Source: an optimization exercise on an open RTL-to-GDS flow (aim: small area and few clock cycles per item). Production flows keep margins and buffers that such runs may drop.
Only simulation tests tie the RTL to the original design; equivalence was not proved.
Power is estimated from default activity; no workload was simulated.

## job 102
Design palette_bitplane_tile_encoder, start of the top module:
module palette_bitplane_tile_encoder #(
    parameter int PALETTE_DEPTH = 16
) (
    input  logic                            aclk,
    input  logic                            aresetn,
    input  logic                            s_tvalid,
    output logic                            s_tready,
    input  logic [pbte_pkg::COLOR_W-1:0]    s_tdata,   
    input  logic                            s_tuser,   
    output logic                            m_tvalid,
    input  logic                            m_tready,
    output logic [pbte_pkg::TDATA_W-1:0]    m_tdata,
    input  logic                            psel,
    input  logic                            penable,
    input  logic                            pwrite,
    input  logic [pbte_pkg::APB_ADDR_W-1:0] paddr,
    input  logic [pbte_pkg::APB_DATA_W-1:0] pwdata,
    output logic [pbte_pkg::APB_DATA_W-1:0] prdata,
    output logic                            pready
);
==> module pbte_palette, before the edit <==
module pbte_palette #(
    parameter int PALETTE_DEPTH = 16
) (
    input  logic                         aclk,
    input  logic                         aresetn,
    input  logic                         step,
    input  logic                         learn,
    input  logic [pbte_pkg::COLOR_W-1:0] color,
    input  logic                         clear,
    output logic                         busy,
    output logic [pbte_pkg::STORED_W-1:0] colors_stored,
    output logic                         palette_overflow,
    output logic                         low_bit,
    output logic                         high_bit
);
    localparam int SLOTS = PALETTE_DEPTH - 3;
    localparam int HALF  = (SLOTS + 1) / 2;   
    localparam int CNT_W = $clog2(PALETTE_DEPTH + 1);
    logic [pbte_pkg::COLOR_W-1:0] bank_reg [1:3];
    logic [pbte_pkg::COLOR_W-1:0] slot_reg [SLOTS];
    logic [SLOTS-1:0]             slot_vld;
    logic [pbte_pkg::COLOR_W-1:0] spare_reg;
    logic                         spare_vld;
    logic [CNT_W-1:0]             count_reg;
    logic                         overflow_reg;
    logic [CNT_W-1:0] count_eff;
    logic [3:1]       bank_hit;
    logic             other_hit;
    logic             hit;
    logic             full;
    logic             store;
    logic             to_bank;
    logic             new_ring;   
    logic             gap_a;      
    logic             gap_b;      
    logic             spare_b;    
    logic             clr;
    assign clr = step && clear;
    always_comb begin
        count_eff = clear ? '0 : count_reg;
        for (int i = 1; i <= 3; i++) begin
            bank_hit[i] = (CNT_W'(i) < count_eff) && (bank_reg[i] == color);
        end
        other_hit = !clear && spare_vld && (spare_reg == color);
        for (int i = 0; i < SLOTS; i++) begin
            if (!clear && slot_vld[i] && (slot_reg[i] == color)) other_hit = 1'b1;
        end
        hit = (|bank_hit) || other_hit;
        full     = (count_eff >= CNT_W'(PALETTE_DEPTH));
        store    = !hit && learn && !full;
        to_bank  = store && (count_eff >= CNT_W'(1)) && (count_eff <= CNT_W'(3));
        new_ring = step && store && !to_bank;
        low_bit  = bank_hit[1] || bank_hit[3]
                   || (to_bank && ((count_eff == CNT_W'(1)) || (count_eff == CNT_W'(3))));
        high_bit = bank_hit[2] || bank_hit[3]
                   || (to_bank && ((count_eff == CNT_W'(2)) || (count_eff == CNT_W'(3))));
    end
    assign gap_a   = !slot_vld[HALF-1];
    assign gap_b   = !slot_vld[SLOTS-1];
    assign spare_b = spare_vld && !gap_a;
    assign busy    = spare_vld && !gap_a && !gap_b && learn
                     && (count_reg < CNT_W'(PALETTE_DEPTH));
    assign colors_stored    = pbte_pkg::STORED_W'(count_reg);
    assign palette_overflow = overflow_reg;
    always_ff @(posedge aclk) begin
        if (!aresetn) begin
            count_reg    <= '0;
            overflow_reg <= 1'b0;
        end else if (step) begin
            count_reg    <= store ? count_eff + CNT_W'(1) : count_eff;
            overflow_reg <= (!clear && overflow_reg) || (!hit && learn && full);
        end
    end
    always_ff @(posedge aclk) begin
        for (int i = 1; i <= 3; i++) begin
            if (count_reg == CNT_W'(i)) bank_reg[i] <= color;
        end
    end
    always_ff @(posedge aclk) begin
        for (int i = 1; i < SLOTS; i++) begin
            if (i != HALF) slot_reg[i] <= slot_reg[i-1];
        end
        if (!gap_a)         slot_reg[0] <= slot_reg[HALF-1];
        else if (spare_vld) slot_reg[0] <= spare_reg;
        else                slot_reg[0] <= color;
        if (!gap_b)         slot_reg[HALF] <= slot_reg[SLOTS-1];
        else if (spare_b)   slot_reg[HALF] <= spare_reg;
        else                slot_reg[HALF] <= color;
    end
    always_ff @(posedge aclk) begin
        if (!aresetn) begin
            slot_vld <= '0;
        end else begin
            for (int i = 1; i < SLOTS; i++) begin
                if (i != HALF) slot_vld[i] <= slot_vld[i-1] && !clr;
            end
            if (!gap_a)         slot_vld[0] <= slot_vld[HALF-1] && !clr;
            else if (spare_vld) slot_vld[0] <= !clr;
            else                slot_vld[0] <= new_ring;
            if (!gap_b)         slot_vld[HALF] <= slot_vld[SLOTS-1] && !clr;
            else if (spare_b)   slot_vld[HALF] <= !clr;
            else                slot_vld[HALF] <= new_ring && (!gap_a || spare_vld);
        end
    end
    always_ff @(posedge aclk) begin
        if (!aresetn) begin
            spare_vld <= 1'b0;
        end else if (spare_vld) begin
            spare_vld <= (gap_a && gap_b) ? 1'b0 : ((gap_a || gap_b || clr) ? new_ring : 1'b1);
        end else begin
            spare_vld <= new_ring && !gap_a && !gap_b;
        end
    end
    always_ff @(posedge aclk) begin
        if (!spare_vld || gap_a || gap_b || clr) spare_reg <= color;
    end
endmodule
export LEC_CHECK = 0
export CAP_MARGIN = 20
export CORE_MARGIN = 2
export CORE_UTILIZATION = 40
export SLEW_MARGIN = 20
create_clock -name core_clock -period 5.0 [get_ports {aclk}]
run.sh (not shown) runs the stock make flow with config.mk's settings and CLKGATE_MAP_FILE= SYNTH_SCRIPT=/design/flow/synth_recipe.tcl, a recipe that flattens the netlist after the stock synthesis.
Testbench counts of job 102, summed over its fixed seeds: cycles 32,967, pixels 32,768.
Relative to job 102, the following input files were edited for job 103:
--- a/flow/design.v
+++ b/flow/design.v
@@ -37,9 +37,8 @@
     output logic                         low_bit,
     output logic                         high_bit
 );
     localparam int SLOTS = PALETTE_DEPTH - 3;
-    localparam int HALF  = (SLOTS + 1) / 2;   
     localparam int CNT_W = $clog2(PALETTE_DEPTH + 1);
     logic [pbte_pkg::COLOR_W-1:0] bank_reg [1:3];
     logic [pbte_pkg::COLOR_W-1:0] slot_reg [SLOTS];
     logic [SLOTS-1:0]             slot_vld;
@@ -53,12 +52,11 @@
     logic             hit;
     logic             full;
     logic             store;
     logic             to_bank;
+    logic             to_ring;
     logic             new_ring;   
-    logic             gap_a;      
-    logic             gap_b;      
-    logic             spare_b;    
+    logic             gap;        
     logic             clr;
     assign clr = step && clear;
     always_comb begin
         count_eff = clear ? '0 : count_reg;
@@ -72,19 +70,17 @@
         hit = (|bank_hit) || other_hit;
         full     = (count_eff >= CNT_W'(PALETTE_DEPTH));
         store    = !hit && learn && !full;
         to_bank  = store && (count_eff >= CNT_W'(1)) && (count_eff <= CNT_W'(3));
-        new_ring = step && store && !to_bank;
+        to_ring  = store && !to_bank;
+        new_ring = step && to_ring;
+        gap      = !slot_vld[SLOTS-1];
         low_bit  = bank_hit[1] || bank_hit[3]
                    || (to_bank && ((count_eff == CNT_W'(1)) || (count_eff == CNT_W'(3))));
         high_bit = bank_hit[2] || bank_hit[3]
                    || (to_bank && ((count_eff == CNT_W'(2)) || (count_eff == CNT_W'(3))));
     end
-    assign gap_a   = !slot_vld[HALF-1];
-    assign gap_b   = !slot_vld[SLOTS-1];
-    assign spare_b = spare_vld && !gap_a;
-    assign busy    = spare_vld && !gap_a && !gap_b && learn
-                     && (count_reg < CNT_W'(PALETTE_DEPTH));
+    assign busy = spare_vld && !gap && to_ring;
     assign colors_stored    = pbte_pkg::STORED_W'(count_reg);
     assign palette_overflow = overflow_reg;
     always_ff @(posedge aclk) begin
         if (!aresetn) begin
@@ -100,44 +96,33 @@
             if (count_reg == CNT_W'(i)) bank_reg[i] <= color;
         end
     end
     always_ff @(posedge aclk) begin
-        for (int i = 1; i < SLOTS; i++) begin
-            if (i != HALF) slot_reg[i] <= slot_reg[i-1];
-        end
-        if (!gap_a)         slot_reg[0] <= slot_reg[HALF-1];
+        for (int i = 1; i < SLOTS; i++) slot_reg[i] <= slot_reg[i-1];
+        if (!gap)           slot_reg[0] <= slot_reg[SLOTS-1];
         else if (spare_vld) slot_reg[0] <= spare_reg;
         else                slot_reg[0] <= color;
-        if (!gap_b)         slot_reg[HALF] <= slot_reg[SLOTS-1];
-        else if (spare_b)   slot_reg[HALF] <= spare_reg;
-        else                slot_reg[HALF] <= color;
     end
     always_ff @(posedge aclk) begin
         if (!aresetn) begin
             slot_vld <= '0;
         end else begin
-            for (int i = 1; i < SLOTS; i++) begin
-                if (i != HALF) slot_vld[i] <= slot_vld[i-1] && !clr;
-            end
-            if (!gap_a)         slot_vld[0] <= slot_vld[HALF-1] && !clr;
+            slot_vld[SLOTS-1:1] <= slot_vld[SLOTS-2:0] & {(SLOTS-1){!clr}};
+            if (!gap)           slot_vld[0] <= slot_vld[SLOTS-1] && !clr;
             else if (spare_vld) slot_vld[0] <= !clr;
             else                slot_vld[0] <= new_ring;
-            if (!gap_b)         slot_vld[HALF] <= slot_vld[SLOTS-1] && !clr;
-            else if (spare_b)   slot_vld[HALF] <= !clr;
-            else                slot_vld[HALF] <= new_ring && (!gap_a || spare_vld);
         end
     end
     always_ff @(posedge aclk) begin
         if (!aresetn) begin
             spare_vld <= 1'b0;
-        end else if (spare_vld) begin
-            spare_vld <= (gap_a && gap_b) ? 1'b0 : ((gap_a || gap_b || clr) ? new_ring : 1'b1);
         end else begin
-            spare_vld <= new_ring && !gap_a && !gap_b;
-        end
-    end
-    always_ff @(posedge aclk) begin
-        if (!spare_vld || gap_a || gap_b || clr) spare_reg <= color;
+            spare_vld <= (new_ring && (spare_vld || !gap))
+                         || (spare_vld && !gap && !clr);
+        end
+    end
+    always_ff @(posedge aclk) begin
+        if (!spare_vld || gap) spare_reg <= color;
     end
 endmodule
 module pbte_planes (
     input  logic                        aclk,
Results
Comparing job 102 and job 103, the higher wire length of the first global-routing pass was measured on job 103.
Portion of total power attributed to the clock network: job 103 vs job 102 down 2.5 points
As of job 103, number of cells after detailed placement had fallen slightly compared to job 102.
Every run (job 102 and job 103) finished clean.
[compare] base=job 102 new=job 103: area growth from synthesis to layout shows an increase of 6.3 points, proportion of power drawn by combinational gates shows an increase of 1.0 points, post-layout total power shows a reduction of about 2.6%.
Testbench counts of job 103, summed over its fixed seeds: cycles 33,098, pixels 32,768.

[afterwards: timing with drivers on the ports]
How much do the figures lean on ideal ports? The routed layouts below were timed once more, with nothing changed but the port constraints.
Step 1 (the two cells are an assumption about what drives the block):
set clk [get_ports {aclk}]
set_driving_cell -lib_cell sky130_fd_sc_hd__clkbuf_16 $clk
set_driving_cell -lib_cell sky130_fd_sc_hd__buf_2 [delete_from_list [all_inputs] $clk]
Step 2 times the ports against the registers' clock, not the clock port: input delays grow and output delays shrink by t, the midpoint of the rising clock arrivals with the driver on.
Three values: ideal, step 1, step 2; two values: the first two.
run | shift t [ns] | setup slack, ns | worst setup path after step 2
job 102 | 0.668 | 1.237 / 1.260 / 0.592 | input to register
job 103 | 0.677 | 0.062 / 0.034 / 0.034 | input to output
After both steps every run listed still meets setup and hold. For job 102, which loses most, drivers alone change the setup slack by +0.023 ns; drivers and shift together by -0.645 ns.
